Background: an optimization exercise with open tools, aiming at small area and a short achievable clock period. Do not read the settings as production practice. RTL that was checked went through simulation tests only; none was proved equivalent to the original. Function not checked in runs 5 and 6: the RTL went through the layout flow alone. No activity file was given, so power comes from the tool's default toggle rates.

==> flow/design.v <==
package tenc_pkg;
    typedef struct packed {
        logic                          eof;
        logic                          bof;
        logic [2-1:0]   data;
    } in_sym_t;
    typedef struct packed {
        logic                          eof;
        logic                          bof;
        logic [6-1:0]   data;
    } res_word_t;
    typedef logic [10-1:0] blocksize_t;
    typedef logic [10-1:0] perm_p_t;
    typedef logic [12-1:0] perm_q_t;
    typedef logic [6-1:0] code_sel_t;
    typedef logic [32-1:0] wb_data_t;
endpackage
module sync_fifo #(
    parameter int  WIDTH     = 8,
    parameter int  ADDR_W    = 4
) (
    input  logic     i_clk,
    input  logic     i_rst,
    input  logic     i_wr,
    input  logic     i_rd,
    input  logic [WIDTH-1:0] i_w_data,
    output logic [WIDTH-1:0] o_r_data,
    output logic     o_empty,
    output logic     o_full
);
    localparam int DEPTH = 1 << ADDR_W;
    logic [WIDTH-1:0] mem [DEPTH];
    logic [ADDR_W:0] wr_ptr;
    logic [ADDR_W:0] rd_ptr;
    logic            wr_en;
    logic            rd_en;
    assign wr_en = i_wr & ~o_full;
    assign rd_en = i_rd & ~o_empty;
    assign o_empty = (wr_ptr == rd_ptr);
    assign o_full  = (wr_ptr[ADDR_W] != rd_ptr[ADDR_W]) &&
                     (wr_ptr[ADDR_W-1:0] == rd_ptr[ADDR_W-1:0]);
    always_ff @(posedge i_clk)
    begin
        if (wr_en)
        begin
            mem[wr_ptr[ADDR_W-1:0]] <= i_w_data;
        end
    end
    always_ff @(posedge i_clk)
    begin
        if (i_rst)
        begin
            wr_ptr <= '0;
            rd_ptr <= '0;
        end
        else
        begin
            if (wr_en)
            begin
                wr_ptr <= wr_ptr + 1'b1;
            end
            if (rd_en)
            begin
                rd_ptr <= rd_ptr + 1'b1;
            end
        end
    end
    assign o_r_data = mem[rd_ptr[ADDR_W-1:0]];
endmodule
module wb_regs
(
    input  logic      i_clk,
    input  logic      i_rst,
    input  logic      i_wb_cyc,
    input  logic      i_wb_stb,
    input  logic      i_wb_we,
    input  tenc_pkg::wb_data_t  i_wb_dat,
    output logic      o_wb_ack,
    output tenc_pkg::wb_data_t  o_wb_dat,
    output logic      o_rx_push,
    output tenc_pkg::in_sym_t   o_rx_sym,
    input  logic      i_rx_empty,
    output logic      o_drain,
    output logic      o_tx_pop,
    input  tenc_pkg::res_word_t i_tx_head,
    input  logic      i_tx_empty,
    input  logic      i_res_eof_accepted
);
    localparam int PUSH_BIT = 15;
    localparam int RDEN_BIT = 13;
    localparam int EOF_BIT  = 7;
    localparam int BOF_BIT  = 6;
    localparam int AVAIL_BIT = 15;
    localparam int ALIVE_BIT = 14;
    logic     req;
    logic     ack;
    logic     rd_en;
    logic     drain;
    logic     readable;
    tenc_pkg::wb_data_t rdata;
    assign req = i_wb_cyc & i_wb_stb;
    assign o_rx_push = req & ~ack & i_wb_we & i_wb_dat[PUSH_BIT];
    assign o_rx_sym.eof  = i_wb_dat[EOF_BIT];
    assign o_rx_sym.bof  = i_wb_dat[BOF_BIT];
    assign o_rx_sym.data = i_wb_dat[1:0];
    assign o_tx_pop = req & ack & rd_en;
    always_ff @(posedge i_clk)
    begin
        if (i_rst)
        begin
            ack <= 1'b0;
        end
        else
        begin
            ack <= req & ~ack;
        end
    end
    always_ff @(posedge i_clk)
    begin
        if (i_rst)
        begin
            rd_en <= 1'b0;
        end
        else if (req & ack)
        begin
            rd_en <= i_wb_dat[RDEN_BIT];
        end
    end
    always_ff @(posedge i_clk)
    begin
        if (i_rst)
        begin
            drain <= 1'b0;
        end
        else if (o_rx_push & i_wb_dat[EOF_BIT])
        begin
            drain <= 1'b1;
        end
        else if (i_rx_empty)
        begin
            drain <= 1'b0;
        end
    end
    always_ff @(posedge i_clk)
    begin
        if (i_rst)
        begin
            readable <= 1'b0;
        end
        else if (i_res_eof_accepted)
        begin
            readable <= 1'b1;
        end
        else if (i_tx_empty)
        begin
            readable <= 1'b0;
        end
    end
    always_comb
    begin
        rdata            = '0;
        rdata[AVAIL_BIT] = readable;
        rdata[ALIVE_BIT] = 1'b1;
        rdata[7:0]       = i_tx_head;
    end
    assign o_wb_ack = ack;
    assign o_wb_dat = rdata;
    assign o_drain  = drain;
endmodule
module code_param_rom
(
    input  logic       i_clk,
    input  logic       i_rst,
    input  tenc_pkg::code_sel_t  i_sel,
    output tenc_pkg::blocksize_t o_blocksize,
    output tenc_pkg::perm_p_t    o_p,
    output tenc_pkg::perm_q_t    o_q0,
    output tenc_pkg::perm_q_t    o_q1,
    output tenc_pkg::perm_q_t    o_q2,
    output tenc_pkg::perm_q_t    o_q3
);
    typedef struct packed {
        tenc_pkg::blocksize_t blocksize;
        tenc_pkg::perm_p_t    p;
        tenc_pkg::perm_q_t    q0;
        tenc_pkg::perm_q_t    q1;
        tenc_pkg::perm_q_t    q2;
        tenc_pkg::perm_q_t    q3;
    } code_entry_t;
    code_entry_t entry;
    function automatic code_entry_t lookup(input tenc_pkg::code_sel_t sel);
        code_entry_t e;
        case (sel)
            6'd0:        e = {10'd14,  10'd9,  12'd3, 12'd11, 12'd51,  12'd19};
            6'd1:        e = {10'd38,  10'd17, 12'd3, 12'd23, 12'd63,  12'd11};
            6'd2:        e = {10'd51,  10'd23, 12'd3, 12'd23, 12'd107, 12'd107};
            6'd3:        e = {10'd55,  10'd23, 12'd3, 12'd43, 12'd131, 12'd115};
            6'd4, 6'd33: e = {10'd59,  10'd23, 12'd3, 12'd11, 12'd23,  12'd219};
            6'd5:        e = {10'd62,  10'd23, 12'd3, 12'd35, 12'd63,  12'd63};
            6'd6:        e = {10'd69,  10'd25, 12'd3, 12'd7,  12'd111, 12'd103};
            6'd7:        e = {10'd84,  10'd23, 12'd3, 12'd7,  12'd83,  12'd71};
            6'd8:        e = {10'd85,  10'd23, 12'd3, 12'd55, 12'd255, 12'd215};
            6'd9:        e = {10'd93,  10'd25, 12'd3, 12'd31, 12'd111, 12'd107};
            6'd10:       e = {10'd96,  10'd25, 12'd3, 12'd11, 12'd103, 12'd107};
            6'd11:       e = {10'd100, 10'd23, 12'd3, 12'd35, 12'd131, 12'd127};
            6'd12:       e = {10'd108, 10'd29, 12'd3, 12'd19, 12'd123, 12'd123};
            6'd13:       e = {10'd115, 10'd29, 12'd3, 12'd23, 12'd239, 12'd239};
            6'd14:       e = {10'd123, 10'd31, 12'd3, 12'd15, 12'd7,   12'd3};
            6'd15:       e = {10'd128, 10'd31, 12'd3, 12'd7,  12'd135, 12'd131};
            6'd16:       e = {10'd130, 10'd31, 12'd3, 12'd7,  12'd11,  12'd3};
            6'd17:       e = {10'd144, 10'd31, 12'd3, 12'd3,  12'd3,   12'd3};
            6'd18:       e = {10'd170, 10'd33, 12'd3, 12'd63, 12'd523, 12'd515};
            6'd19:       e = {10'd175, 10'd37, 12'd3, 12'd11, 12'd3,   12'd11};
            6'd20:       e = {10'd188, 10'd37, 12'd3, 12'd15, 12'd167, 12'd159};
            6'd21:       e = {10'd192, 10'd37, 12'd3, 12'd7,  12'd183, 12'd123};
            6'd22:       e = {10'd194, 10'd39, 12'd3, 12'd3,  12'd319, 12'd319};
            6'd23:       e = {10'd256, 10'd45, 12'd3, 12'd7,  12'd199, 12'd183};
            6'd24:       e = {10'd264, 10'd43, 12'd3, 12'd3,  12'd27,  12'd11};
            6'd25:       e = {10'd298, 10'd49, 12'd3, 12'd15, 12'd23,  12'd3};
            6'd26:       e = {10'd307, 10'd49, 12'd3, 12'd27, 12'd3,   12'd7};
            6'd27:       e = {10'd333, 10'd49, 12'd3, 12'd23, 12'd3,   12'd23};
            6'd28:       e = {10'd355, 10'd53, 12'd3, 12'd19, 12'd239, 12'd223};
            6'd29:       e = {10'd400, 10'd53, 12'd3, 12'd43, 12'd243, 12'd219};
            6'd30:       e = {10'd438, 10'd59, 12'd3, 12'd7,  12'd247, 12'd243};
            6'd31:       e = {10'd444, 10'd59, 12'd3, 12'd35, 12'd731, 12'd715};
            6'd32:       e = {10'd539, 10'd65, 12'd3, 12'd15, 12'd31,  12'd3};
            default:     e = '0;
        endcase
        lookup = e;
    endfunction
    always_ff @(posedge i_clk)
    begin
        if (i_rst)
        begin
            entry <= '0;
        end
        else if (i_sel < 34)
        begin
            entry <= lookup(i_sel);
        end
        else
        begin
            entry <= '0;
        end
    end
    assign o_blocksize = entry.blocksize;
    assign o_p         = entry.p;
    assign o_q0        = entry.q0;
    assign o_q1        = entry.q1;
    assign o_q2        = entry.q2;
    assign o_q3        = entry.q3;
endmodule
module tenc_bridge_top
(
    input  logic       i_clk,
    input  logic       i_rst,
    input  logic       i_wb_cyc,
    input  logic       i_wb_stb,
    input  logic       i_wb_we,
    input  tenc_pkg::wb_data_t   i_wb_dat,
    output logic       o_wb_ack,
    output tenc_pkg::wb_data_t   o_wb_dat,
    input  tenc_pkg::code_sel_t  i_param_sel,
    output logic       o_enc_valid,
    input  logic       i_enc_ready,
    output tenc_pkg::in_sym_t    o_enc_sym,
    input  logic       i_res_valid,
    output logic       o_res_ready,
    input  tenc_pkg::res_word_t  i_res_word,
    output tenc_pkg::blocksize_t o_blocksize,
    output tenc_pkg::perm_p_t    o_p,
    output tenc_pkg::perm_q_t    o_q0,
    output tenc_pkg::perm_q_t    o_q1,
    output tenc_pkg::perm_q_t    o_q2,
    output tenc_pkg::perm_q_t    o_q3
);
    logic      rx_push;
    tenc_pkg::in_sym_t   rx_sym;
    logic      rx_pop;
    logic      rx_empty;
    logic      drain;
    logic      tx_push;
    logic      tx_pop;
    logic      tx_full;
    logic      tx_empty;
    tenc_pkg::res_word_t tx_head;
    logic      res_eof_accepted;
    assign o_enc_valid = drain & ~rx_empty;
    assign rx_pop      = o_enc_valid & i_enc_ready;
    assign o_res_ready      = ~tx_full;
    assign tx_push          = i_res_valid & o_res_ready;
    assign res_eof_accepted = tx_push & i_res_word.eof;
    wb_regs u_regs (
        .i_clk              (i_clk),
        .i_rst              (i_rst),
        .i_wb_cyc           (i_wb_cyc),
        .i_wb_stb           (i_wb_stb),
        .i_wb_we            (i_wb_we),
        .i_wb_dat           (i_wb_dat),
        .o_wb_ack           (o_wb_ack),
        .o_wb_dat           (o_wb_dat),
        .o_rx_push          (rx_push),
        .o_rx_sym           (rx_sym),
        .i_rx_empty         (rx_empty),
        .o_drain            (drain),
        .o_tx_pop           (tx_pop),
        .i_tx_head          (tx_head),
        .i_tx_empty         (tx_empty),
        .i_res_eof_accepted (res_eof_accepted)
    );
    sync_fifo #(
        .WIDTH     (2 + 2),
        .ADDR_W    (4)
    ) u_rx_fifo (
        .i_clk    (i_clk),
        .i_rst    (i_rst),
        .i_wr     (rx_push),
        .i_rd     (rx_pop),
        .i_w_data (rx_sym),
        .o_r_data (o_enc_sym),
        .o_empty  (rx_empty),
        .o_full   ()
    );
    sync_fifo #(
        .WIDTH     (6 + 2),
        .ADDR_W    (8)
    ) u_tx_fifo (
        .i_clk    (i_clk),
        .i_rst    (i_rst),
        .i_wr     (tx_push),
        .i_rd     (tx_pop),
        .i_w_data (i_res_word),
        .o_r_data (tx_head),
        .o_empty  (tx_empty),
        .o_full   (tx_full)
    );
    code_param_rom u_rom (
        .i_clk       (i_clk),
        .i_rst       (i_rst),
        .i_sel       (i_param_sel),
        .o_blocksize (o_blocksize),
        .o_p         (o_p),
        .o_q0        (o_q0),
        .o_q1        (o_q1),
        .o_q2        (o_q2),
        .o_q3        (o_q3)
    );
endmodule
==> flow/run.sh <==
#!/bin/bash
# synth_recipe.tcl (not shown) runs the flow's synth.tcl, then flattens the netlist and writes it again
# the make line also repeats each setting of config.mk as NAME=value (left out here)
make -C /OpenROAD-flow-scripts/flow DESIGN_CONFIG=/design/flow/config.mk WORK_HOME=/design/flow/orfs CLKGATE_MAP_FILE= SYNTH_SCRIPT=/design/flow/synth_recipe.tcl finish
==> flow/config.mk <==
export PLATFORM = sky130hd
export DESIGN_NAME = tenc_bridge_top
export DESIGN_NICKNAME = tenc_bridge_top
export VERILOG_FILES = /design/flow/design.v
export SDC_FILE = /design/flow/constraint.sdc
export NUM_CORES = 4
export LEC_CHECK = 0
export CAP_MARGIN = 20
export CORE_MARGIN = 2
export CORE_UTILIZATION = 40
export SETUP_SLACK_MARGIN = 0.25
export SLEW_MARGIN = 20
==> flow/constraint.sdc <==
create_clock -name core_clock -period 6.0 [get_ports {i_clk}]
set_input_delay 1.2000 -clock core_clock [delete_from_list [all_inputs] [get_ports {i_clk}]]
set_output_delay 1.2000 -clock core_clock [all_outputs]
set_load 0.01 [all_outputs]
==> impl_metrics.yaml, run 1 <==
die:
  fp-row-count: 170
  coreArea_um2: 214000
  io_pins: 160
  die-area_um2: 219000
  dieHeight_um: 468
  start_util_pct: 40.2
  die_w_um: 468
drt:
  ant_nets: 0
  via_per_inst: 5.67
  wl_per_cell_um: 27.7
  dr.pass1.iters: 6
  drt_iter0_drc: 4590
  vias: 43000
  drc_errors: 0
  finalWirelength_mm: 210
timing:
  final-hold-violation-count: 0
  rsz0062_at_grt: "yes"
  max_slew_margin_pct: 18.7
  setup_violations: 0
  whs_ns: 0.511
  fin_skew_ns: 0.0670
  slew_violations: 0
  min_period_over_period_pct: 94.6
  worstMarginPinSlew_ns: 1.22
  min_period_ns: 5.68
  finalSetupTns_ns: 0
  timing.fmax_mhz: 176
min_path:
  hold_path_class: "reg -> reg"
  hold-path-cell-count: 2
power:
  powerDensity_nw_per_um2: 313
  comb_power_share_pct: 1.8
  leakage_nw: 29.5
  p_int_mw: 24.5
  clkPwrFrac_pct: 43.7
  p_sw_mw: 6.30
  peakVddDrop_mv: 0.273
  power_frac_seq_pct: 54.5
  switching_share_pct: 20.5
critical_path:
  slowest_delay_ns: 0.53
  rr_startpoint: "u_tx_fifo.wr_ptr[6]$_SDFFE_PP0P_"
  endpoint: "o_wb_dat[4]"
  reg2regPathDepth: 6
  critPathArrivalTime_ns: 4.48
  startpoint_type: "register"
  crit_top_cell: "buf_4"
  regToRegSetupSlack_ns: 1.86
  crit_slowest_cell: "clkdlybuf4s50_1"
  path_max_fanout: 14
  cp-end-kind: "primary output"
  r2r_end: "u_tx_fifo.mem[59][5]$_DFFE_PP_"
  crit_chain: "clkinv_1, nor2_2, buf_4, a21boi_0, a211oi_2, buf_4, nor4_4, buf_4, clkdlybuf4s50_1"
  crit_required_ns: 4.80
  path_class: "reg -> out"
synth:
  synth_cells: 4363
  ys_warn_count: 4
  synthArstFlopShare_pct: 0
  ys_seq_elements: 2190
  avgSynthCellArea_um2: 19.7
  yosysSeqAreaShare_pct: 75.4
  syn_area_um2: 86100
  synth-edff-count: 2112
  synthFlopType: "edfxtp_1"
  ys_types: 69
outcome:
  outcome: "timing/DRC/antenna clean"
grt:
  antenna_found_initial: 5
  grt_pass1_wl_mm: 302
  overflow: 0
  grtUsageTotal_pct: 18.9
  grt_max_degree: 198
  grt_pass1_vias: 43200
finish:
  final_common_cell: "edfxtp_1"
  fin_nets: 4627
  layout_common_cells: "edfxtp_1, mux4_2, nor2_1, clkbuf_16, a22oi_1"
  syn_to_final_growth_pct: 14.0
  drive_above_1_share_pct: 22.6
clock_network:
  cts-hold-fix-buffers: 0
  clk_path_buf_depth: 3
  cts_root_buffer: "clkbuf_16"
  cts_tree: "done"
  cts_htree_levels: 4
  clk_latency_ns: 0.88
  clock_sinks: 2190
  path_clk_slew_ns: 0.06
  cts_buffers: 220
place:
  hpwl_mm: 125
  numPortBuffers: 87
  gp_congestion: 0.839
flow_run:
  maxCapViolations: 0
-- through the flow --
| step | setup WS [ns] | utilization (%) | instance area (um2) | power [mW] | cells |
|---|---|---|---|---|---|
| after floorplan | 2.72 | - | 86300 | 17.3 | 4407 |
| after global placement | 0.289 | 42.2 | 90400 | 17.6 | 7154 |
| after detailed placement | 0.308 | 42.2 | 90400 | 17.7 | 7154 |
| after CTS | 0.175 | 45.7 | 97900 | 31.0 | 7577 |
| after global routing | 0.239 | 45.8 | 98200 | 31.6 | 7583 |
| final | 0.322 | 45.8 | 98200 | 30.8 | 7583 |
-- power by group through the flow --
stage | registers [mW] | logic, mW | clock network (mW)
after floorplan | 17.1 | 0.174 | 0
final | 16.8 | 0.547 | 13.4
after global routing | 16.8 | 0.591 | 14.3
after CTS | 16.8 | 0.550 | 13.7
after global placement | 17.1 | 0.530 | 0
after detailed placement | 17.1 | 0.547 | 0
-- registers in the layout (all words and copies together) (netlist names), named ones only --
| register | cells |
|---|---|
| u_tx_fifo.mem | 2048 |
| u_rx_fifo.mem | 64 |
| u_rom.entry | 34 |
| u_tx_fifo.rd_ptr | 9 |
| u_tx_fifo.wr_ptr | 9 |
| u_rx_fifo.rd_ptr | 5 |
| u_rx_fifo.wr_ptr | 5 |
| u_regs.ack | 1 |
| u_regs.drain | 1 |
| u_regs.rd_en | 1 |
| u_regs.readable | 1 |
-- routing by layer --
layer | track usage (%) | up-vias | wire [um]
met2 | 30.9 | 1571 | 103000
met3 | 3.18 | 320 | 13800
met4 | 5.36 | 0 | 5320
li1 | - | 18300 | -
met5 | 0 | - | 0
met1 | 26.1 | 22800 | 88200
-- what timing repair did --
item | CTS | global route
setup endpoints to repair | 8 | 8
setup buffers | 11 | 1
pin swaps | 4 | 2
resized for setup | 52 | 29
gates cloned | 2 | 4
-- critical path, delay by kind of cell (launching register included) --
family	cells	cell delay (ns)
AO/OA/AOI/OAI	2	0.61
buffers and inverters	5	1.66
flip-flops	1	0.49
AND/OR/NAND/NOR	2	0.85
-- Yosys cell counts, drive strengths merged, types with 20 or more instances --
master	instances	area (um2)
a211oi	30	225
a21boi	23	173
a21oi	79	395
a22o	40	350
a22oi	139	1040
buf	186	1440
clkbuf	141	531
dfxtp	78	1560
edfxtp	2112	63400
mux2	38	428
mux2i	121	1210
mux4	464	10500
nand2	110	413
nand3	39	195
nor2	347	1310
nor2b	20	125
nor3	21	105
o21ai	38	190
o221ai	48	420
o22ai	39	244
xor2	23	201
-- kinds of logic (layout without fill, tap and decap cells) --
group / count (synthesis) / after routing / synth area share [%]
AO/OA/AOI/OAI: 528 / 528 / 4.43
XOR/XNOR: 36 / 36 / 0.366
adder cells (fa/ha/maj): 18 / 18 / 0.261
buffers and inverters: 345 / 681 / 2.36
flip-flops: 2190 / 2190 / 75.4
multiplexers: 623 / 623 / 14.0
other: 2 / 47 / 0.00872
AND/OR/NAND/NOR: 621 / 622 / 3.11
-- worst min-delay path by stage --
| stage | from | end | slack [ns] |
|---|---|---|---|
| final | u_regs.readable$_SDFFE_PP0P_ | u_regs.readable$_SDFFE_PP0P_ | 0.51 |
| after global routing | u_regs.readable$_SDFFE_PP0P_ | u_regs.readable$_SDFFE_PP0P_ | 0.53 |
| after CTS | u_regs.readable$_SDFFE_PP0P_ | u_regs.readable$_SDFFE_PP0P_ | 0.51 |
| after detailed placement | u_regs.readable$_SDFFE_PP0P_ | u_regs.readable$_SDFFE_PP0P_ | 0.50 |
| after global placement | u_rx_fifo.wr_ptr[4]$_SDFFE_PP0P_ | u_rx_fifo.wr_ptr[4]$_SDFFE_PP0P_ | 0.50 |
| after floorplan | u_regs.rd_en$_SDFFE_PP0N_ | u_regs.rd_en$_SDFFE_PP0N_ | 0.46 |
-- layout make-up --
cell class	instances	area (um2)
well taps	2838	3550
fillers	18000	116000
inverters	18	67.6
diodes	1	2.50
clock inverters	126	1240
clock buffers	284	5830
multi-input cells	1873	19900
repair buffers	253	2690
flip-flops and latches	2190	65000
==> run 2, diff against run 1 <==
--- a/flow/design.v
+++ b/flow/design.v
@@ -26,46 +26,119 @@
     input  logic [WIDTH-1:0] i_w_data,
     output logic [WIDTH-1:0] o_r_data,
     output logic     o_empty,
-    output logic     o_full
+    output logic     o_empty_nxt,
+    output logic     o_not_full
 );
     localparam int DEPTH = 1 << ADDR_W;
-    logic [WIDTH-1:0] mem [DEPTH];
-    logic [ADDR_W:0] wr_ptr;
-    logic [ADDR_W:0] rd_ptr;
-    logic            wr_en;
-    logic            rd_en;
-    assign wr_en = i_wr & ~o_full;
-    assign rd_en = i_rd & ~o_empty;
-    assign o_empty = (wr_ptr == rd_ptr);
-    assign o_full  = (wr_ptr[ADDR_W] != rd_ptr[ADDR_W]) &&
-                     (wr_ptr[ADDR_W-1:0] == rd_ptr[ADDR_W-1:0]);
+    localparam int LO_W  = (ADDR_W >= 4) ? 4 : ADDR_W;
+    localparam int HI_W  = ADDR_W - LO_W;
+    localparam int NLO   = 1 << LO_W;
+    localparam int NHI   = 1 << HI_W;
+    logic [DEPTH-1:0][WIDTH-1:0] mem;
+    logic [WIDTH-1:0]  head;
+    logic [ADDR_W-1:0] wp;
+    logic [NLO-1:0]    rlo;
+    logic [NHI-1:0]    rhi;
+    logic [ADDR_W:0]   cnt;
+    logic              empty_q;
+    logic              one_q;
+    logic              nfull_q;
+    logic              push;
+    logic              pop;
+    logic              inc;
+    logic              dec;
+    logic              empty_n;
+    logic [NLO-1:0]    wlo;
+    logic [NHI-1:0]    whi;
+    logic [NHI-1:0][WIDTH-1:0] grp;
+    logic [WIDTH-1:0]  rd_word;
+    assign push = i_wr & nfull_q;
+    assign pop  = i_rd & ~empty_q;
+    assign inc  = push & ~pop;
+    assign dec  = pop & ~push;
+    assign empty_n = inc ? 1'b0 : (dec ? one_q : empty_q);
+    always_comb
+    begin
+        wlo = NLO'(1) << (wp % NLO);
+        whi = NHI'(1) << (wp / NLO);
+    end
+    always_ff @(posedge i_clk)
+    begin
+        for (int k = 0; k < DEPTH; k++)
+        begin
+            if (whi[k / NLO] & wlo[k % NLO])
+            begin
+                mem[k] <= i_w_data;
+            end
+        end
+    end
+    always_comb
+    begin
+        rd_word = '0;
+        for (int h = 0; h < NHI; h++)
+        begin
+            grp[h] = '0;
+            for (int l = 0; l < NLO; l++)
+            begin
+                grp[h] = grp[h] | (mem[h * NLO + l] & {WIDTH{rlo[l]}});
+            end
+            rd_word = rd_word | (grp[h] & {WIDTH{rhi[h]}});
+        end
+    end
     always_ff @(posedge i_clk)
     begin
-        if (wr_en)
+        if (empty_q | (pop & one_q))
         begin
-            mem[wr_ptr[ADDR_W-1:0]] <= i_w_data;
+            head <= i_w_data;
+        end
+        else if (pop)
+        begin
+            head <= rd_word;
         end
     end
     always_ff @(posedge i_clk)
     begin
         if (i_rst)
         begin
-            wr_ptr <= '0;
-            rd_ptr <= '0;
+            wp      <= '0;
+            rlo     <= NLO'(2);
+            rhi     <= NHI'(1);
+            cnt     <= '0;
+            empty_q <= 1'b1;
+            one_q   <= 1'b0;
+            nfull_q <= 1'b1;
         end
         else
         begin
-            if (wr_en)
+            if (push)
             begin
-                wr_ptr <= wr_ptr + 1'b1;
+                wp <= wp + 1'b1;
             end
-            if (rd_en)
+            if (pop)
             begin
-                rd_ptr <= rd_ptr + 1'b1;
+                rlo <= (rlo << 1) | (rlo >> (NLO - 1));
+                if (rlo[NLO-1])
+                begin
+                    rhi <= (rhi << 1) | (rhi >> (NHI - 1));
+                end
             end
+            if (inc)
+            begin
+                cnt <= cnt + 1'b1;
+            end
+            else if (dec)
+            begin
+                cnt <= cnt - 1'b1;
+            end
+            empty_q <= empty_n;
+            one_q   <= inc ? empty_q : (dec ? (cnt == (ADDR_W+1)'(2)) : one_q);
+            nfull_q <= inc ? (cnt != (ADDR_W+1)'(DEPTH - 1)) : (dec ? 1'b1 : nfull_q);
         end
     end
-    assign o_r_data = mem[rd_ptr[ADDR_W-1:0]];
+    assign o_r_data    = head;
+    assign o_empty     = empty_q;
+    assign o_empty_nxt = i_rst | empty_n;
+    assign o_not_full  = nfull_q;
 endmodule
 module wb_regs
 (
@@ -80,7 +153,10 @@
     output logic      o_rx_push,
     output tenc_pkg::in_sym_t   o_rx_sym,
     input  logic      i_rx_empty,
-    output logic      o_drain,
+    input  logic      i_rx_empty_nxt,
+    input  logic      i_enc_ready,
+    output logic      o_enc_valid,
+    output logic      o_rx_pop,
     output logic      o_tx_pop,
     input  tenc_pkg::res_word_t i_tx_head,
     input  logic      i_tx_empty,
@@ -96,6 +172,8 @@
     logic     ack;
     logic     rd_en;
     logic     drain;
+    logic     drain_n;
+    logic     enc_valid;
     logic     readable;
     tenc_pkg::wb_data_t rdata;
     assign req = i_wb_cyc & i_wb_stb;
@@ -104,6 +182,7 @@
     assign o_rx_sym.bof  = i_wb_dat[BOF_BIT];
     assign o_rx_sym.data = i_wb_dat[1:0];
     assign o_tx_pop = req & ack & rd_en;
+    assign o_rx_pop = enc_valid & i_enc_ready;
     always_ff @(posedge i_clk)
     begin
         if (i_rst)
@@ -126,19 +205,18 @@
             rd_en <= i_wb_dat[RDEN_BIT];
         end
     end
+    assign drain_n = (o_rx_push & i_wb_dat[EOF_BIT]) | (drain & ~i_rx_empty);
     always_ff @(posedge i_clk)
     begin
         if (i_rst)
         begin
-            drain <= 1'b0;
+            drain     <= 1'b0;
+            enc_valid <= 1'b0;
         end
-        else if (o_rx_push & i_wb_dat[EOF_BIT])
-        begin
-            drain <= 1'b1;
-        end
-        else if (i_rx_empty)
+        else
         begin
-            drain <= 1'b0;
+            drain     <= drain_n;
+            enc_valid <= drain_n & ~i_rx_empty_nxt;
         end
     end
     always_ff @(posedge i_clk)
@@ -163,9 +241,9 @@
         rdata[ALIVE_BIT] = 1'b1;
         rdata[7:0]       = i_tx_head;
     end
-    assign o_wb_ack = ack;
-    assign o_wb_dat = rdata;
-    assign o_drain  = drain;
+    assign o_wb_ack    = ack;
+    assign o_wb_dat    = rdata;
+    assign o_enc_valid = enc_valid;
 endmodule
 module code_param_rom
 (
@@ -278,17 +356,15 @@
     tenc_pkg::in_sym_t   rx_sym;
     logic      rx_pop;
     logic      rx_empty;
-    logic      drain;
+    logic      rx_empty_nxt;
     logic      tx_push;
     logic      tx_pop;
-    logic      tx_full;
+    logic      tx_not_full;
     logic      tx_empty;
     tenc_pkg::res_word_t tx_head;
     logic      res_eof_accepted;
-    assign o_enc_valid = drain & ~rx_empty;
-    assign rx_pop      = o_enc_valid & i_enc_ready;
-    assign o_res_ready      = ~tx_full;
-    assign tx_push          = i_res_valid & o_res_ready;
+    assign o_res_ready      = tx_not_full;
+    assign tx_push          = i_res_valid & tx_not_full;
     assign res_eof_accepted = tx_push & i_res_word.eof;
     wb_regs u_regs (
         .i_clk              (i_clk),
@@ -302,7 +378,10 @@
         .o_rx_push          (rx_push),
         .o_rx_sym           (rx_sym),
         .i_rx_empty         (rx_empty),
-        .o_drain            (drain),
+        .i_rx_empty_nxt     (rx_empty_nxt),
+        .i_enc_ready        (i_enc_ready),
+        .o_enc_valid        (o_enc_valid),
+        .o_rx_pop           (rx_pop),
         .o_tx_pop           (tx_pop),
         .i_tx_head          (tx_head),
         .i_tx_empty         (tx_empty),
@@ -319,7 +398,8 @@
         .i_w_data (rx_sym),
         .o_r_data (o_enc_sym),
         .o_empty  (rx_empty),
-        .o_full   ()
+        .o_empty_nxt (rx_empty_nxt),
+        .o_not_full  ()
     );
     sync_fifo #(
         .WIDTH     (6 + 2),
@@ -332,7 +412,8 @@
         .i_w_data (i_res_word),
         .o_r_data (tx_head),
         .o_empty  (tx_empty),
-        .o_full   (tx_full)
+        .o_empty_nxt (),
+        .o_not_full  (tx_not_full)
     );
     code_param_rom u_rom (
         .i_clk       (i_clk),
--- a/flow/config.mk
+++ b/flow/config.mk
@@ -8,5 +8,5 @@
 export CAP_MARGIN = 20
 export CORE_MARGIN = 2
 export CORE_UTILIZATION = 40
-export SETUP_SLACK_MARGIN = 0.25
+export SETUP_SLACK_MARGIN = 3.0
 export SLEW_MARGIN = 20
==> run 2 against run 1 <==
- still clean
- fmax is 86% higher
- non-clock buffer count is 62 lower
- design area is 3.2% lower
- die area is 2.9% lower
- global-route usage is 3.9 points higher
- register-to-register slack better by 1.1 ns
- clock power is 3% lower
- largest power group unchanged
==> impl_metrics.yaml, run 2 <==
grt:
  use_met3_pct: 5.30
  met1_usage_pct: 32.1
  grt_util_met2_pct: 35.2
  grt_pass1_wl_mm: 348
  grt_max_degree: 165
  top_usage_layer: "met2"
  grtUsageTotal_pct: 22.8
  grt_pass1_vias: 45700
  overflow: 0
  antenna_found_initial: 6
die:
  dieHeight_um: 461
  start_util_pct: 40.3
  die-area_um2: 213000
  coreArea_um2: 207000
  io_pins: 160
  fp-row-count: 167
  die_w_um: 461
finish:
  final_common_cell: "edfxtp_1"
  largest_register_ffs: 2048
  multi_input_area_um2: 16300
  drive_above_1_share_pct: 13.1
  fin_nets: 4952
  final_core_util_pct: 45.8
  syn_to_final_growth_pct: 13.8
  seqCellArea_um2: 66200
  fin_cells: 7838
  layout_common_cells: "edfxtp_1, a22o_1, a221oi_1, nor2_1, clkbuf_16"
  nFillCells: 17600
  finalInstanceArea_um2: 95100
critical_path:
  regToRegSetupSlack_ns: 2.95
  path_max_fanout: 61
  crit_slowest_cell: "dfxtp_4"
  crit_chain: "buf_12, a22o_1, a221oi_1, nand4_1, a22oi_2, and4_1, a41oi_1"
  cp-end-kind: "register"
  startpoint_type: "register"
  crit_required_ns: 6.53
  critPathArrivalTime_ns: 3.58
  slowest_delay_ns: 0.48
  path_class: "reg -> reg"
synth:
  synthTopCellsByArea: "edfxtp_1, a22o_1, a221oi_1"
  ys_seq_elements: 2243
  syn_area_um2: 83600
  avgSynthCellArea_um2: 17.4
  synth_cells: 4800
  synthArstFlopShare_pct: 0
  ys_types: 57
  synth_area_leader_cell: "edfxtp_1"
  synth_commonest_cells: "edfxtp_1, a22o_1, a221oi_1"
  yosysMostFrequentCell: "edfxtp_1"
  ys_warn_count: 4
  synth-edff-count: 2124
  synth_top_area_share_pct: 76.3
  yosysSeqAreaShare_pct: 79.1
  synthFlopType: "edfxtp_1"
timing:
  min_period_over_period_pct: 50.9
  slew_violations: 0
  worstMarginPinSlew_ns: 1.20
  setup_violations: 0
  min_period_ns: 3.05
  max_slew_margin_pct: 19.8
  timing.fmax_mhz: 328
  rsz0062_at_grt: "yes"
  fin_skew_ns: 0.0563
  final-hold-violation-count: 0
  finalSetupTns_ns: 0
clock_network:
  cts_root_buffer: "clkbuf_16"
  clock_sinks: 2243
  path_clk_slew_ns: 0.07
  clk_latency_ns: 0.86
  cts_buffers: 214
  cts_htree_levels: 4
  cts_tree: "done"
  clk_path_buf_depth: 3
drt:
  via_per_inst: 6.22
  drc_errors: 0
  wl_per_cell_um: 32.1
  vias: 48700
  finalWirelength_mm: 251
  dr.pass1.iters: 6
  drt_iter0_drc: 6985
  ant_nets: 0
power:
  powerDensity_nw_per_um2: 325
  leakage_nw: 29.2
  peakVddDrop_mv: 0.255
outcome:
  outcome: "timing/DRC/antenna clean"
flow_run:
  maxCapViolations: 0
min_path:
  hold_path_class: "reg -> reg"
place:
  hpwl_mm: 137
  dp.cells: 7405
  numPortBuffers: 87
  gp_congestion: 0.854
  place_area_um2: 87100
[run 2: cell count changes in the layout (fill, tap and decap cells not counted), sizes merged, moves of 69 or more]
cell,change
a221oi,+517
a22o,+492
a22oi,-83
buf,-69
mux2i,-98
mux4,-464
nand4,+124
[run 2: where the power goes]
part           internal [mW]  switching [mW]  leakage [nW]  total (mW)
Sequential              17.2          0.0438          20.1        17.2
Combinational          0.181           0.535          5.82       0.716
Clock                   7.15            5.84          3.26        13.0
Total                   24.5            6.42          29.2        30.9
[run 2: cell type report]
class | count | area share (%)
antenna | 8 | 0.0210
clock buffer | 272 | 6.00
clock inverter | 122 | 1.00
inverter | 25 | 0.118
multi-input combinational | 2189 | 17.2
sequential | 2243 | 69.6
tap | 2788 | 3.67
timing repair buffer | 191 | 2.40
[run 2: what timing repair did]
item	4_1_cts	5_1_grt
pin swaps	20	30
setup endpoints to repair	834	313
gates cloned	1	3
setup buffers	14	10
hold buffers	0	0
resized for setup	155	80
[run 2: cell families after synthesis]
| kind of cell | count (synthesis) | share of synthesized area, % |
|---|---|---|
| xor+xnor | 17 | 0.178 |
| compound gates | 1317 | 13.2 |
| mux | 23 | 0.275 |
| buf+inv | 412 | 2.55 |
| flops | 2243 | 79.1 |
| fa+ha+maj | 35 | 0.542 |
| simple gates | 751 | 4.13 |
| other cells | 2 | 0.00898 |
[run 2: final timing paths]
check                                       from                          end  cells past startpoint
setup / recovery  u_tx_fifo.rlo[13]$_SDFFE_PP0P_  u_tx_fifo.head[4]$_DFFE_PP_                      7
hold / removal             u_regs.ack$_SDFF_PP0_        u_regs.ack$_SDFF_PP0_                      1
setup reg to reg  u_tx_fifo.rlo[13]$_SDFFE_PP0P_  u_tx_fifo.head[4]$_DFFE_PP_                      7
hold reg to reg            u_regs.ack$_SDFF_PP0_        u_regs.ack$_SDFF_PP0_                      1
[run 2: metal layers]
layer,wire [um],part of all wire (%)
met1,101000,40
met2,115000,46
met3,27700,11
met4,8170,3.2
met5,0,0
[run 2: through the flow]
step	power (mW)	hold WS, ns	worst slack [ns]
after global routing	31.7	0.520	2.89
final	30.9	0.488	2.95
after global placement	18.2	0.482	1.43
after detailed placement	18.2	0.490	1.46
after CTS	31.0	0.469	2.73
after floorplan	17.8	0.450	2.54
[run 2: critical path, delay by kind of cell, from the launching register on]
family / cells / cell delay, ns
AO/OA/AOI/OAI: 4 / 1.18
buffers and inverters: 1 / 0.28
flip-flops: 1 / 0.48
AND/OR/NAND/NOR: 2 / 0.71
==> run 3, diff against run 2 <==
--- a/flow/config.mk
+++ b/flow/config.mk
@@ -8,5 +8,5 @@
 export CAP_MARGIN = 20
 export CORE_MARGIN = 2
 export CORE_UTILIZATION = 40
-export SETUP_SLACK_MARGIN = 3.0
+export SETUP_SLACK_MARGIN = 3.4
 export SLEW_MARGIN = 20
==> run 3 against run 2 <==
- still clean on timing, DRC and antenna
- clock-buffer cell count is 9 lower
- sequential share of layout area is 3.4 points lower
- setup slack better by 0.15 ns
- clock skew is 0.019 ns lower
- worst hold slack better by 0.017 ns
- flip-flop and latch count stayed put
- design area is 5.1% higher
- synthesized area stayed put
- sequential power hardly changed
- critical path type unchanged
- critical endpoint is now u_tx_fifo.mem[231]$_DFFE_PP_
==> impl_metrics.yaml, run 3 <==
outcome:
  outcome: "timing/DRC/antenna clean"
critical_path:
  crit_chain: "nor2_1, nand2_2, nor2_1"
  startpoint_type: "register"
  path_max_fanout: 16
  crit_slowest_cell: "nor2_1"
  critPathArrivalTime_ns: 3.36
  path_class: "reg -> reg"
  cp-end-kind: "register"
  slowest_delay_ns: 0.93
  crit_top_cell: "nor2_1"
  crit_required_ns: 6.46
grt:
  grtUsageTotal_pct: 24.8
  grt_pass1_vias: 47400
  grt_max_degree: 177
  antenna_found_initial: 10
  grt_pass1_wl_mm: 373
  overflow: 0
timing:
  whs_ns: 0.505
  finalSetupTns_ns: 0
  slew_violations: 0
  min_period_over_period_pct: 48.3
  final-hold-violation-count: 0
  worstMarginPinSlew_ns: 1.13
  timing.fmax_mhz: 345
  setup_violations: 0
  rsz0062_at_grt: "yes"
  fin_skew_ns: 0.0372
  min_period_ns: 2.90
  max_slew_margin_pct: 24.5
flow_run:
  maxCapViolations: 0
drt:
  drc_errors: 0
  wl_per_cell_um: 34.0
  via_per_inst: 6.35
  finalWirelength_mm: 272
  vias: 50800
  ant_nets: 0
  dr.pass1.iters: 6
  drt_iter0_drc: 7695
power:
  leakage_nw: 30.9
  peakVddDrop_mv: 0.252
  powerDensity_nw_per_um2: 312
clock_network:
  cts_buffers: 214
  path_clk_slew_ns: 0.07
  cts_htree_levels: 4
  cts_tree: "done"
  cts_root_buffer: "clkbuf_16"
  clk_path_buf_depth: 3
  clock_sinks: 2243
  clk_latency_ns: 0.86
synth:
  syn_area_um2: 83600
  synthArstFlopShare_pct: 0
  synth_commonest_cells: "edfxtp_1, a22o_1, a221oi_1"
  synth_area_leader_cell: "edfxtp_1"
  synth_top_area_share_pct: 76.3
  synthTopCellsByArea: "edfxtp_1, a22o_1, a221oi_1"
  synthFlopType: "edfxtp_1"
  synth-edff-count: 2124
  yosysSeqAreaShare_pct: 79.1
  ys_types: 57
  yosysMostFrequentCell: "edfxtp_1"
  ys_seq_elements: 2243
  synth_cells: 4800
  ys_warn_count: 4
  avgSynthCellArea_um2: 17.4
place:
  hpwl_mm: 140
  gp_congestion: 0.858
  numPortBuffers: 87
finish:
  fin_nets: 5113
  syn_to_final_growth_pct: 19.6
  drive_above_1_share_pct: 22.8
  layout_common_cells: "edfxtp_1, a22o_1, a221oi_1, clkbuf_16, nor2_4"
  final_common_cell: "edfxtp_1"
  largest_register_ffs: 2048
die:
  start_util_pct: 40.3
  dieHeight_um: 461
  die-area_um2: 213000
  die_w_um: 461
  coreArea_um2: 207000
  io_pins: 160
  fp-row-count: 167
min_path:
  hold_path_class: "reg -> reg"
[run 3: changes by cell type in the layout (fill, tap and decap cells not counted), moves of 26 or more]
cell             delta
buf_2              +46
nor2_4            +189
buf_16             +26
nor2_2             -71
clkdlybuf4s50_1    -46
a221oi_1          -125
a221oi_2          +117
nor2_1            -118
buf_4              +80
[run 3: cells by family (layout without fill, tap and decap cells)]
logic type,Yosys count,count (layout),synth area share [%]
AOI/OAI and AO/OA,1317,1317,13.2
xor gates and xnor gates,17,17,0.178
adders and majority gates,35,35,0.542
buffers and inverters,412,774,2.55
DFF,2243,2243,79.1
muxes,23,23,0.275
other,2,48,0.00898
and+or+nand+nor,751,751,4.13
[run 3: report_power, final]
| part | total, mW | switching (mW) | internal [mW] |
|---|---|---|---|
| clock network | 13.2 | 5.90 | 7.31 |
| registers | 17.2 | 0.0434 | 17.2 |
| logic | 0.778 | 0.586 | 0.192 |
| total | 31.2 | 6.53 | 24.7 |
[run 3: layout make-up]
class                           instances  area, um2
Antenna cell                            2       5.00
Timing Repair Buffer                  352       4510
Sequential cell                      2243      66200
Clock buffer                          263       5640
Inverter                               25        120
Tap cell                             2788       3490
Fill cell                           17000     108000
Multi-Input combinational cell       2189      18800
Clock inverter                        134       1130
[run 3: critical path, delay by kind of cell, from the launching register on]
family / cells / cell delay (ns)
AND/OR/NAND/NOR: 3 / 2.03
flip-flops: 1 / 0.44
[run 3: timing repair]
item / in CTS / in global routing
hold endpoints to repair: 0 / 0
endpoints found under the setup margin: 2039 / 1617
hold buffers: 0 / 0
gates resized for setup: 863 / 229
buffers inserted: 129 / 18
gates cloned: 24 / 3
pin swaps: 146 / 73
[run 3: metrics by stage]
| step | util [%] | setup slack [ns] | total power, mW | cells | instance area [um2] |
|---|---|---|---|---|---|
| after global routing | 48.2 | 3.10 | 31.9 | 7995 | 100000 |
| after global placement | 42.1 | 1.43 | 18.2 | 7418 | 87300 |
| after detailed placement | 42.1 | 1.48 | 18.2 | 7419 | 87300 |
| after floorplan | - | 2.54 | 17.8 | 4844 | 84000 |
| after CTS | 47.5 | 2.82 | 31.2 | 7969 | 98600 |
| final | 48.2 | 3.10 | 31.2 | 7996 | 100000 |
[run 3: path summary, 6_finish.rpt]
path                            depth (start not counted)                         start                            to  slack (ns)
worst max-delay path                                    3  u_tx_fifo.wp[6]$_SDFFE_PP0P_  u_tx_fifo.mem[231]$_DFFE_PP_        3.10
worst min-delay path                                    2  u_rx_fifo.wp[1]$_SDFFE_PP0P_  u_rx_fifo.wp[1]$_SDFFE_PP0P_        0.51
worst max register to register                          3  u_tx_fifo.wp[6]$_SDFFE_PP0P_  u_tx_fifo.mem[231]$_DFFE_PP_        3.10
worst min register to register                          2  u_rx_fifo.wp[1]$_SDFFE_PP0P_  u_rx_fifo.wp[1]$_SDFFE_PP0P_        0.51
[run 3: layer usage]
| layer | wire length (um) | up-vias | global-route usage (%) |
|---|---|---|---|
| li1 | - | 20400 | - |
| met1 | 106000 | 26400 | 34.7 |
| met3 | 32700 | 516 | 6.04 |
| met2 | 123000 | 3439 | 37.8 |
| met4 | 10200 | 8 | 9.08 |
| met5 | 51 | - | 0 |
==> run 4, diff against run 3 <==
--- a/flow/config.mk
+++ b/flow/config.mk
@@ -8,5 +8,5 @@
 export CAP_MARGIN = 20
 export CORE_MARGIN = 2
 export CORE_UTILIZATION = 40
-export SETUP_SLACK_MARGIN = 3.4
+export SETUP_SLACK_MARGIN = 0.25
 export SLEW_MARGIN = 20
==> run 4 against run 3 <==
- still clean
- core utilization shrank 3.1 points
- synthesized cell count is the same
- critical path depth grew 10
- critical path type is now in -> reg
==> impl_metrics.yaml, run 4 <==
timing:
  timing.final.ws_setup_ns: 2.13
  min_period_over_period_pct: 64.6
  finalSetupTns_ns: 0
  final-hold-violation-count: 0
  timing.fmax_mhz: 258
  worstMarginPinSlew_ns: 1.24
  min_period_ns: 3.87
  setup_violations: 0
  whs_ns: 0.489
  fin_skew_ns: 0.0408
  slew_violations: 0
  rsz0062_at_grt: "no"
  max_slew_margin_pct: 17.1
place:
  hpwl_mm: 138
  dp_slack_ns: 1.26
  place_area_um2: 87100
  gp_congestion: 0.868
  numPortBuffers: 87
finish:
  drive_above_1_share_pct: 8.55
  final_core_util_pct: 45.1
  final_common_cell: "edfxtp_1"
  syn_to_final_growth_pct: 12.0
  nFillCells: 17700
  largest_register_ffs: 2048
  fin_nets: 4928
  finalInstanceArea_um2: 93600
  layout_common_cells: "edfxtp_1, a22o_1, a221oi_1, nor2_1, clkbuf_16"
synth:
  synth-edff-count: 2124
  ys_warn_count: 4
  synth_area_leader_cell: "edfxtp_1"
  synth_top_area_share_pct: 76.3
  synthFlopType: "edfxtp_1"
  synthArstFlopShare_pct: 0
  yosysSeqAreaShare_pct: 79.1
  synth_commonest_cells: "edfxtp_1, a22o_1, a221oi_1"
  yosysMostFrequentCell: "edfxtp_1"
  syn_area_um2: 83600
  synth_cells: 4800
  synthTopCellsByArea: "edfxtp_1, a22o_1, a221oi_1"
  ys_seq_elements: 2243
  avgSynthCellArea_um2: 17.4
  ys_types: 57
clock_network:
  clk_path_buf_depth: 3
  cts_root_buffer: "clkbuf_16"
  cts_htree_levels: 4
  clock_sinks: 2243
  post_cts_resize_count: 0
  cts_buffers: 211
  path_clk_slew_ns: 0.06
  cts-hold-fix-buffers: 0
  clk_latency_ns: 0.86
  post_cts_buffers: 0
  cts_tree: "done"
die:
  fp-row-count: 167
  dieHeight_um: 461
  die-area_um2: 213000
  die_w_um: 461
  io_pins: 160
  coreArea_um2: 207000
  start_util_pct: 40.3
power:
  powerDensity_nw_per_um2: 328
  comb_power_share_pct: 2.2
  power_frac_seq_pct: 56.0
  peakVddDrop_mv: 0.295
  p_sw_mw: 6.38
  p_int_mw: 24.3
  clkPwrFrac_pct: 41.8
  switching_share_pct: 20.8
  leakage_nw: 28.6
grt:
  overflow: 0
  grtUsageTotal_pct: 22.5
  grt_pass1_wl_mm: 343
  antenna_found_initial: 6
  grt_max_degree: 158
  grt_pass1_vias: 45400
drt:
  vias: 48300
  drt_iter0_drc: 7135
  drc_errors: 0
  dr.pass1.iters: 5
  wl_per_cell_um: 31.2
  via_per_inst: 6.18
  finalWirelength_mm: 244
  ant_nets: 0
critical_path:
  crit_required_ns: 6.72
  path_class: "in -> reg"
  path_max_fanout: 10
  startpoint_type: "input pin"
  cp_num_buf_inv: 3
  slowest_delay_ns: 0.63
  crit_top_cell: "ha_1"
  crit_slowest_cell: "a2111oi_0"
  critPathArrivalTime_ns: 4.59
  cp-end-kind: "register"
  crit_family: "compound AO/OA/AOI/OAI gates"
  crit_chain: "clkdlybuf4s50_1, nand4_1, nor2_2, clkinv_1, ha_1, inv_1, ha_1, a21o_1, a21oi_1, o21ai_0, a2111oi_0, nor3_1, nand3b_1"
min_path:
  hold_path_class: "reg -> reg"
outcome:
  outcome: "timing/DRC/antenna clean"
flow_run:
  maxCapViolations: 0
==> run 4: metrics by stage <==
step                      std cells  total power, mW
after floorplan                4844             17.8
after global placement         7415             18.2
after detailed placement       7415             18.2
after CTS                      7805             30.8
after global routing           7805             31.5
final                          7807             30.7
==> run 4: power groups by stage <==
stage	clock network (mW)	registers, mW	logic, mW
6_report	12.8	17.2	0.682
5_1_grt	13.5	17.2	0.730
4_1_cts	12.9	17.2	0.676
3_5_place_dp	0	17.5	0.674
3_3_place_gp	0	17.5	0.660
2_1_floorplan	0	17.5	0.261
==> run 4: kinds of logic after synthesis <==
family,synth area share (%)
adder cells (fa/ha/maj),0.542
XOR/XNOR,0.178
other,0.00898
AND/OR/NAND/NOR,4.13
buffers and inverters,2.55
AO/OA/AOI/OAI,13.2
flip-flops,79.1
multiplexers,0.275
==> run 4: worst min-delay path: stages, from the launching register on <==
cell     delay, ns
dfxtp_1       0.33
nand2_1       0.06
o21ai_0       0.06
==> run 4: final timing paths <==
path	start	to	slack [ns]	cells past startpoint
min	u_tx_fifo.one_q$_SDFFE_PP0P_	u_tx_fifo.empty_q$_SDFFE_PP1P_	0.49	2
max	i_wb_stb	u_tx_fifo.cnt[7]$_SDFFE_PP0P_	2.13	13
max reg2reg	u_tx_fifo.rlo[9]$_SDFFE_PP0P_	u_tx_fifo.head[1]$_DFFE_PP_	2.58	7
min reg2reg	u_tx_fifo.one_q$_SDFFE_PP0P_	u_tx_fifo.empty_q$_SDFFE_PP1P_	0.49	2
==> run 4: metal layers <==
metal	routed length [um]	part of all wire (%)	vias to the layer above	GRT usage, %
met3	25000	10	430	4.58
met2	112000	46	2933	34.8
met5	46	0.019	-	0
met1	98600	40	24900	31.7
met4	8200	3.4	6	7.48
li1	-	-	20000	-
==> run 4: cell type report <==
cell class | instances | area, um2 | area share [%]
Clock buffer | 279 | 5580 | 5.96
Multi-Input combinational cell | 2189 | 15600 | 16.6
Inverter | 25 | 93.8 | 0.100
Clock inverter | 111 | 955 | 1.02
Timing Repair Buffer | 170 | 1740 | 1.86
Tap cell | 2788 | 3490 | 3.73
Sequential cell | 2243 | 66200 | 70.7
Antenna cell | 2 | 5.00 | 0.00534
==> run 5, diff against run 4 <==
--- a/flow/design.v
+++ b/flow/design.v
@@ -39,7 +39,6 @@
     logic [ADDR_W-1:0] wp;
     logic [NLO-1:0]    rlo;
     logic [NHI-1:0]    rhi;
-    logic [ADDR_W:0]   cnt;
     logic              empty_q;
     logic              one_q;
     logic              nfull_q;
@@ -51,6 +50,10 @@
     logic [NLO-1:0]    wlo;
     logic [NHI-1:0]    whi;
     logic [NHI-1:0][WIDTH-1:0] grp;
+    logic              two;
+    logic              f_last;
+    logic [NHI-1:0]    rhi_up;
+    logic [NHI-1:0]    rhi_dn;
     logic [WIDTH-1:0]  rd_word;
     assign push = i_wr & nfull_q;
     assign pop  = i_rd & ~empty_q;
@@ -96,6 +99,10 @@
             head <= rd_word;
         end
     end
+    assign rhi_up = rlo[NLO-1] ? ((rhi << 1) | (rhi >> (NHI - 1))) : rhi;
+    assign rhi_dn = (rlo[0] | rlo[1]) ? ((rhi >> 1) | (rhi << (NHI - 1))) : rhi;
+    assign two    = (|(wlo & ((rlo << 1) | (rlo >> (NLO - 1))))) & (|(whi & rhi_up));
+    assign f_last = (|(wlo & ((rlo >> 2) | (rlo << (NLO - 2))))) & (|(whi & rhi_dn));
     always_ff @(posedge i_clk)
     begin
         if (i_rst)
@@ -103,7 +110,6 @@
             wp      <= '0;
             rlo     <= NLO'(2);
             rhi     <= NHI'(1);
-            cnt     <= '0;
             empty_q <= 1'b1;
             one_q   <= 1'b0;
             nfull_q <= 1'b1;
@@ -122,17 +128,9 @@
                     rhi <= (rhi << 1) | (rhi >> (NHI - 1));
                 end
             end
-            if (inc)
-            begin
-                cnt <= cnt + 1'b1;
-            end
-            else if (dec)
-            begin
-                cnt <= cnt - 1'b1;
-            end
             empty_q <= empty_n;
-            one_q   <= inc ? empty_q : (dec ? (cnt == (ADDR_W+1)'(2)) : one_q);
-            nfull_q <= inc ? (cnt != (ADDR_W+1)'(DEPTH - 1)) : (dec ? 1'b1 : nfull_q);
+            one_q   <= inc ? empty_q : (dec ? two : one_q);
+            nfull_q <= inc ? ~f_last : (dec ? 1'b1 : nfull_q);
         end
     end
     assign o_r_data    = head;
--- a/flow/config.mk
+++ b/flow/config.mk
@@ -7,6 +7,6 @@
 export LEC_CHECK = 0
 export CAP_MARGIN = 20
 export CORE_MARGIN = 2
-export CORE_UTILIZATION = 40
-export SETUP_SLACK_MARGIN = 0.25
+export CORE_UTILIZATION = 65
+export SETUP_SLACK_MARGIN = 3.3
 export SLEW_MARGIN = 20
==> run 5 against run 4 <==
- clock-buffer cell count fell by 17
- total power up 0.20%
- wire length is 5.2% higher
- final cell count down 13%
- worst hold slack worse by 0.0013 ns
==> impl_metrics.yaml, run 5 <==
outcome:
  outcome: "timing/DRC/antenna clean"
critical_path:
  path_class: "reg -> reg"
  reg2regPathDepth: 9
  cp-end-kind: "register"
  startpoint_type: "register"
  crit_required_ns: 6.53
  path_max_fanout: 11
  slowest_delay_ns: 0.48
  crit_family: "compound AO/OA/AOI/OAI gates"
  crit_chain: "buf_12, buf_12, buf_16, a22o_1, a221oi_2, nand4_1, a22oi_2, and4_1, a41oi_2"
  cp.depth: 9
  crit_slowest_cell: "a22oi_2"
  cp_num_buf_inv: 3
  crit_top_cell: "buf_12"
  critPathArrivalTime_ns: 3.42
finish:
  final_common_cell: "edfxtp_1"
  largest_register_ffs: 2048
  layout_common_cells: "edfxtp_1, a22o_1, a221oi_1, clkbuf_16, nor2_2"
  final_core_util_pct: 75.6
  fin_nets: 5041
  syn_to_final_growth_pct: 15.5
  drive_above_1_share_pct: 19.2
synth:
  ys_warn_count: 4
  ys_types: 76
  synth_area_leader_cell: "edfxtp_1"
  synthTopCellsByArea: "edfxtp_1, a221oi_1, a22o_1"
  syn_area_um2: 83600
  ys_seq_elements: 2229
  synth-adder-area-share_pct: 0.344
  yosys-mux-area-fraction_pct: 0.477
  synthFlopType: "edfxtp_1"
  synth_commonest_cells: "edfxtp_1, a221oi_1, a22o_1"
  synth_cells: 4876
  synth_simple_gate_area_share_pct: 4.31
  synth-edff-count: 2124
  synth-xor-area-share_pct: 0.0838
  avgSynthCellArea_um2: 17.1
  synthArstFlopShare_pct: 0
  synth_compound_area_share_pct: 13.4
  yosysSeqAreaShare_pct: 78.8
  synth_top_area_share_pct: 76.3
  yosysMostFrequentCell: "edfxtp_1"
  synth_top_family_by_area: "compound AO/OA/AOI/OAI gates"
timing:
  rsz0062_at_grt: "yes"
  slew_violations: 0
  fin_skew_ns: 0.0355
  worstMarginPinSlew_ns: 1.19
  min_period_over_period_pct: 48.1
  finalSetupTns_ns: 0
  setup_violations: 0
  min_period_ns: 2.89
  final-hold-violation-count: 0
  max_slew_margin_pct: 20.8
  timing.fmax_mhz: 347
die:
  die_w_um: 363
  io_pins: 160
  dieHeight_um: 363
  coreArea_um2: 128000
  die-area_um2: 132000
  start_util_pct: 65.5
  fp-row-count: 131
drt:
  via_per_inst: 7.51
  drt_iter0_drc: 9191
  wl_per_cell_um: 37.7
  dr.pass1.iters: 6
  ant_nets: 0
  finalWirelength_mm: 256
  vias: 51100
  drc_errors: 0
clock_network:
  clk_latency_ns: 0.84
  cts_htree_levels: 4
  clk_path_buf_depth: 3
  cts_tree: "done"
  cts-hold-fix-buffers: 0
  clock_sinks: 2229
  path_clk_slew_ns: 0.06
  cts_buffers: 211
  cts_root_buffer: "clkbuf_16"
power:
  peakVddDrop_mv: 0.331
  finalPower_mw: 30.8
  leakage_nw: 30.0
  powerDensity_nw_per_um2: 319
grt:
  grt_pass1_vias: 47000
  overflow: 0
  grtUsageTotal_pct: 38.4
  grt_pass1_wl_mm: 354
  antenna_found_initial: 11
  grt_max_degree: 148
place:
  hpwl_mm: 134
  gp_congestion: 0.939
  numPortBuffers: 87
flow_run:
  maxCapViolations: 0
min_path:
  hold-path-cell-count: 1
  hold_path_class: "reg -> reg"
-- run 5: routing by layer --
layer | up-vias | GRT usage [%] | share of wire, %
met4 | 6 | 15.3 | 4.4
met2 | 4103 | 56.9 | 45
li1 | 20400 | - | -
met5 | - | 0 | 0.015
met1 | 26000 | 55.3 | 37
met3 | 602 | 10.0 | 14
-- run 5: cells by family after synthesis --
family / count (synthesis)
DFF: 2229
xor gates and xnor gates: 8
muxes: 39
adders and majority gates: 23
and+or+nand+nor: 734
other: 2
buffers and inverters: 483
AOI/OAI and AO/OA: 1358
-- run 5: final timing paths --
path	to	slack, ns	from
setup / recovery	u_tx_fifo.head[2]$_DFFE_PP_	3.11	u_tx_fifo.rlo[9]$_SDFFE_PP0P_
hold / removal	u_regs.ack$_SDFF_PP0_	0.49	u_regs.ack$_SDFF_PP0_
setup reg to reg	u_tx_fifo.head[2]$_DFFE_PP_	3.11	u_tx_fifo.rlo[9]$_SDFFE_PP0P_
hold reg to reg	u_regs.ack$_SDFF_PP0_	0.49	u_regs.ack$_SDFF_PP0_
-- run 5: timing repair --
action                     4_1_cts  5_1_grt
setup endpoints to repair     2154      764
gates resized for setup        611      153
buffers inserted                65       26
pin swaps                       62       76
gates cloned                    10        4
-- run 5: power breakdown --
group	internal [mW]	leakage, nW	switching [mW]
combinational	0.125	6.70	0.497
sequential	17.1	20.0	0.0335
clock	7.34	3.29	5.73
-- run 5: layout make-up --
cell class	instances	area, um2
inverters	43	165
clock inverters	128	1090
diodes	3	7.51
fillers	7370	31100
repair buffers	272	3390
multi-input cells	2208	18300
flip-flops and latches	2229	66000
well taps	1662	2080
clock buffers	262	5610
-- run 5: metrics by stage --
| step | std cells | hold WS, ns | instance area, um2 | setup WS, ns |
|---|---|---|---|---|
| 5_1_grt | 6804 | 0.502 | 96600 | 3.15 |
| 3_3_place_gp | 6309 | 0.473 | 85600 | 2.10 |
| 3_5_place_dp | 6309 | 0.497 | 85600 | 2.08 |
| 6_report | 6807 | 0.488 | 96600 | 3.11 |
| 2_1_floorplan | 4920 | 0.463 | 83800 | 3.28 |
| 4_1_cts | 6774 | 0.485 | 95500 | 2.94 |
==> run 6, diff against run 5 <==
--- a/flow/design.v
+++ b/flow/design.v
@@ -34,9 +34,10 @@
     localparam int HI_W  = ADDR_W - LO_W;
     localparam int NLO   = 1 << LO_W;
     localparam int NHI   = 1 << HI_W;
+    localparam logic [NLO-1:0] LO_FIRST_N = ~(NLO'(1));
+    localparam logic [NHI-1:0] HI_FIRST_N = ~(NHI'(1));
     logic [DEPTH-1:0][WIDTH-1:0] mem;
     logic [WIDTH-1:0]  head;
-    logic [ADDR_W-1:0] wp;
     logic [NLO-1:0]    rlo;
     logic [NHI-1:0]    rhi;
     logic              empty_q;
@@ -49,6 +50,8 @@
     logic              empty_n;
     logic [NLO-1:0]    wlo;
     logic [NHI-1:0]    whi;
+    logic [NLO-1:0]    wlo_n;
+    logic [NHI-1:0]    whi_n;
     logic [NHI-1:0][WIDTH-1:0] grp;
     logic              two;
     logic              f_last;
@@ -60,11 +63,6 @@
     assign inc  = push & ~pop;
     assign dec  = pop & ~push;
     assign empty_n = inc ? 1'b0 : (dec ? one_q : empty_q);
-    always_comb
-    begin
-        wlo = NLO'(1) << (wp % NLO);
-        whi = NHI'(1) << (wp / NLO);
-    end
     always_ff @(posedge i_clk)
     begin
         for (int k = 0; k < DEPTH; k++)
@@ -99,6 +97,8 @@
             head <= rd_word;
         end
     end
+    assign wlo = ~wlo_n;
+    assign whi = ~whi_n;
     assign rhi_up = rlo[NLO-1] ? ((rhi << 1) | (rhi >> (NHI - 1))) : rhi;
     assign rhi_dn = (rlo[0] | rlo[1]) ? ((rhi >> 1) | (rhi << (NHI - 1))) : rhi;
     assign two    = (|(wlo & ((rlo << 1) | (rlo >> (NLO - 1))))) & (|(whi & rhi_up));
@@ -107,7 +107,8 @@
     begin
         if (i_rst)
         begin
-            wp      <= '0;
+            wlo_n   <= LO_FIRST_N;
+            whi_n   <= HI_FIRST_N;
             rlo     <= NLO'(2);
             rhi     <= NHI'(1);
             empty_q <= 1'b1;
@@ -118,7 +119,11 @@
         begin
             if (push)
             begin
-                wp <= wp + 1'b1;
+                wlo_n <= (wlo_n << 1) | (wlo_n >> (NLO - 1));
+                if (~wlo_n[NLO-1])
+                begin
+                    whi_n <= (whi_n << 1) | (whi_n >> (NHI - 1));
+                end
             end
             if (pop)
             begin
==> run 6 against run 5 <==
- register-to-register slack better by 0.07 ns
- critical path depth is 2 lower
- critical path type unchanged
- total power is 2.8% higher
- fmax is 2.7% higher
- largest power group unchanged
==> impl_metrics.yaml, run 6 <==
grt:
  antenna_found_initial: 7
  overflow: 0
  grt_max_degree: 153
  grt_pass1_vias: 47200
  grt_pass1_wl_mm: 341
  grtUsageTotal_pct: 36.6
drt:
  drt_iter0_drc: 7673
  finalWirelength_mm: 242
  dr.pass1.iters: 6
  drc_errors: 0
  wl_per_cell_um: 35.0
  vias: 50100
  ant_nets: 0
  via_per_inst: 7.24
power:
  leakage_nw: 30.3
  peakVddDrop_mv: 0.315
  powerDensity_nw_per_um2: 332
die:
  die_w_um: 364
  die-area_um2: 132000
  coreArea_um2: 128000
  fp-row-count: 131
  dieHeight_um: 364
  start_util_pct: 65.7
  io_pins: 160
timing:
  worstMarginPinSlew_ns: 1.19
  min_period_ns: 2.81
  whs_ns: 0.465
  slew_violations: 0
  min_period_over_period_pct: 46.8
  setup_violations: 0
  fin_skew_ns: 0.0362
  timing.fmax_mhz: 356
  final-hold-violation-count: 0
  timing.final.ws_setup_ns: 3.19
  max_slew_margin_pct: 20.5
  finalSetupTns_ns: 0
  rsz0062_at_grt: "yes"
finish:
  fin_nets: 5060
  finalInstanceArea_um2: 95300
  final_common_cell: "edfxtp_1"
  largest_register_ffs: 2048
  drive_above_1_share_pct: 13.4
  syn_to_final_growth_pct: 13.4
  layout_common_cells: "edfxtp_1, a22o_1, a221oi_1, nor2_1, clkbuf_16"
critical_path:
  critPathArrivalTime_ns: 3.34
  rr_startpoint: "u_tx_fifo.rlo[15]$_SDFFE_PP0P_"
  crit_slowest_cell: "a221oi_1"
  slowest_delay_ns: 0.51
  startpoint: "u_tx_fifo.rlo[15]$_SDFFE_PP0P_"
  crit_required_ns: 6.53
  r2r_end: "u_tx_fifo.head[3]$_DFFE_PP_"
  crit_chain: "buf_12, buf_6, a22o_1, a221oi_1, nand4_1, a221oi_2, a41oi_1"
  endpoint: "u_tx_fifo.head[3]$_DFFE_PP_"
  path_class: "reg -> reg"
  regToRegSetupSlack_ns: 3.19
  startpoint_type: "register"
  reg2regPathDepth: 7
  path_max_fanout: 32
  cp-end-kind: "register"
synth:
  synth_area_leader_cell: "edfxtp_1"
  synthTopCellsByArea: "edfxtp_1, a22o_1, a221oi_1"
  synth-xor-area-share_pct: 0
  syn_area_um2: 84100
  synth_top_family_by_area: "compound AO/OA/AOI/OAI gates"
  synth_top_area_share_pct: 75.9
  synth-adder-area-share_pct: 0.164
  ys_warn_count: 4
  synth_compound_area_share_pct: 13.6
  synthFlopType: "edfxtp_1"
  ys_types: 61
  synth_cells: 4933
  yosys-mux-area-fraction_pct: 0.435
  synth_commonest_cells: "edfxtp_1, a22o_1, a221oi_1"
  synth_simple_gate_area_share_pct: 3.99
  avgSynthCellArea_um2: 17.0
  ys_seq_elements: 2265
  yosysSeqAreaShare_pct: 79.2
  synthArstFlopShare_pct: 0
  yosysMostFrequentCell: "edfxtp_1"
  synth-edff-count: 2124
clock_network:
  clk_latency_ns: 0.86
  cts_root_buffer: "clkbuf_16"
  path_clk_slew_ns: 0.07
  clock_sinks: 2265
  cts_tree: "done"
  cts-hold-fix-buffers: 0
  cts_htree_levels: 4
  cts_buffers: 213
  clk_path_buf_depth: 3
place:
  dp_slack_ns: 1.51
  numPortBuffers: 87
  hpwl_mm: 129
  gp_congestion: 0.880
  place_area_um2: 86100
outcome:
  outcome: "timing/DRC/antenna clean"
flow_run:
  maxCapViolations: 0
min_path:
  hold_path_class: "reg -> reg"
-- run 6: changes by cell type in the layout (fill, tap and decap cells not counted), sizes merged, moves of 19 or more --
| cell | change |
|---|---|
| nand2 | +69 |
| dfxtp | +36 |
| a22oi | -32 |
| a22o | +24 |
| a221oi | +19 |
| nor2 | -19 |
-- run 6: area by class of cell --
cell class | count | area (um2)
flip-flops and latches | 2265 | 66700
fillers | 7534 | 32700
multi-input cells | 2203 | 16300
clock buffers | 285 | 5760
repair buffers | 253 | 3070
well taps | 1729 | 2160
clock inverters | 117 | 1040
inverters | 60 | 236
diodes | 5 | 12.5
-- run 6: kinds of logic after synthesis --
| kind of cell | after synthesis |
|---|---|
| flip-flops | 2265 |
| AO/OA/AOI/OAI | 1372 |
| AND/OR/NAND/NOR | 738 |
| buffers and inverters | 509 |
| multiplexers | 36 |
| adder cells (fa/ha/maj) | 11 |
| other | 2 |
-- run 6: through the flow --
stage                     util [%]  instances  total power [mW]
after CTS                     74.0       6889              31.6
after detailed placement      67.3       6424              18.8
after global placement        67.3       6424              18.8
after floorplan                  -       4977              18.3
after global routing          74.4       6912              32.3
final                         74.4       6917              31.6
-- run 6: repair_timing --
item / in CTS / in global routing
buffers inserted: 57 / 22
pin swaps: 35 / 45
gates resized for setup: 281 / 66
endpoints found under the setup margin: 109 / 35
cloned: 6 / 0
-- run 6: routing by layer --
layer / GRT usage [%] / share of wire, %
met5: 0 / 0.020
met4: 15.1 / 4.3
met3: 7.83 / 12
met2: 55.7 / 46
met1: 52.2 / 37
-- run 6: critical path, delay by kind of cell, from the launching register on --
| kind | cells | cell delay (ns) |
|---|---|---|
| AO/OA/AOI/OAI | 4 | 1.39 |
| AND/OR/NAND/NOR | 1 | 0.29 |
| flip-flops | 1 | 0.37 |
| buffers and inverters | 2 | 0.39 |
-- run 6: power breakdown --
part / internal (mW) / total, mW / switching (mW)
clock network: 7.35 / 13.2 / 5.80
registers: 17.5 / 17.7 / 0.169
logic: 0.150 / 0.801 / 0.651
total: 25.0 / 31.6 / 6.62
-- run 6: worst min-delay path by stage --
stage,start,to,slack (ns),cells after the start
floorplan,u_rx_fifo.nfull_q$_SDFFE_PP1P_,u_rx_fifo.nfull_q$_SDFFE_PP1P_,0.44,2
global placement,u_rx_fifo.wlo_n[7]$_SDFFE_PP1P_,u_rx_fifo.wlo_n[8]$_SDFFE_PP1P_,0.46,2
detailed placement,u_rx_fifo.wlo_n[14]$_SDFFE_PP1P_,u_rx_fifo.wlo_n[14]$_SDFFE_PP1P_,0.47,2
CTS,u_regs.ack$_SDFF_PP0_,u_regs.ack$_SDFF_PP0_,0.46,1
global route,u_regs.ack$_SDFF_PP0_,u_regs.ack$_SDFF_PP0_,0.49,1
finish,u_regs.ack$_SDFF_PP0_,u_regs.ack$_SDFF_PP0_,0.47,1

## static timing again, ports no longer ideal
Ports are ideal in the flow. The routed layouts listed here were re-timed in OpenROAD. Step 1, drivers: a clkbuf_16 drives i_clk and a buf_2 each remaining input, both assumed. Step 2 moves the port delays by t, midway between the first and last clock arrival at a register: inputs arrive t later, outputs are due t later. That takes back most of the time a late clock gives input paths. a / b / c = no drivers / after step 1 / after step 2; a / b = the first two.
| run | t (ns) | slack for setup (ns) | latest minus earliest clock arrival (ns) |
|---|---|---|---|
| run 1 | 0.949 | 0.322 / 0.230 / 0.968 | 0.087 / 0.088 |
| run 2 | 0.919 | 2.949 / 2.949 / 2.181 | 0.058 / 0.058 |
| run 3 | 0.929 | 3.100 / 3.100 / 2.378 | 0.057 / 0.057 |
| run 4 | 0.938 | 2.126 / 2.188 / 1.250 | 0.047 / 0.046 |
| run 5 | 0.913 | 3.114 / 3.114 / 2.511 | 0.046 / 0.047 |
| run 6 | 0.923 | 3.189 / 3.130 / 2.571 | 0.037 / 0.037 |
After both steps setup and hold are still met in every run listed. The setup slack of run 4, which loses most, moves by +0.062 ns with the drivers and by -0.876 ns with both steps.
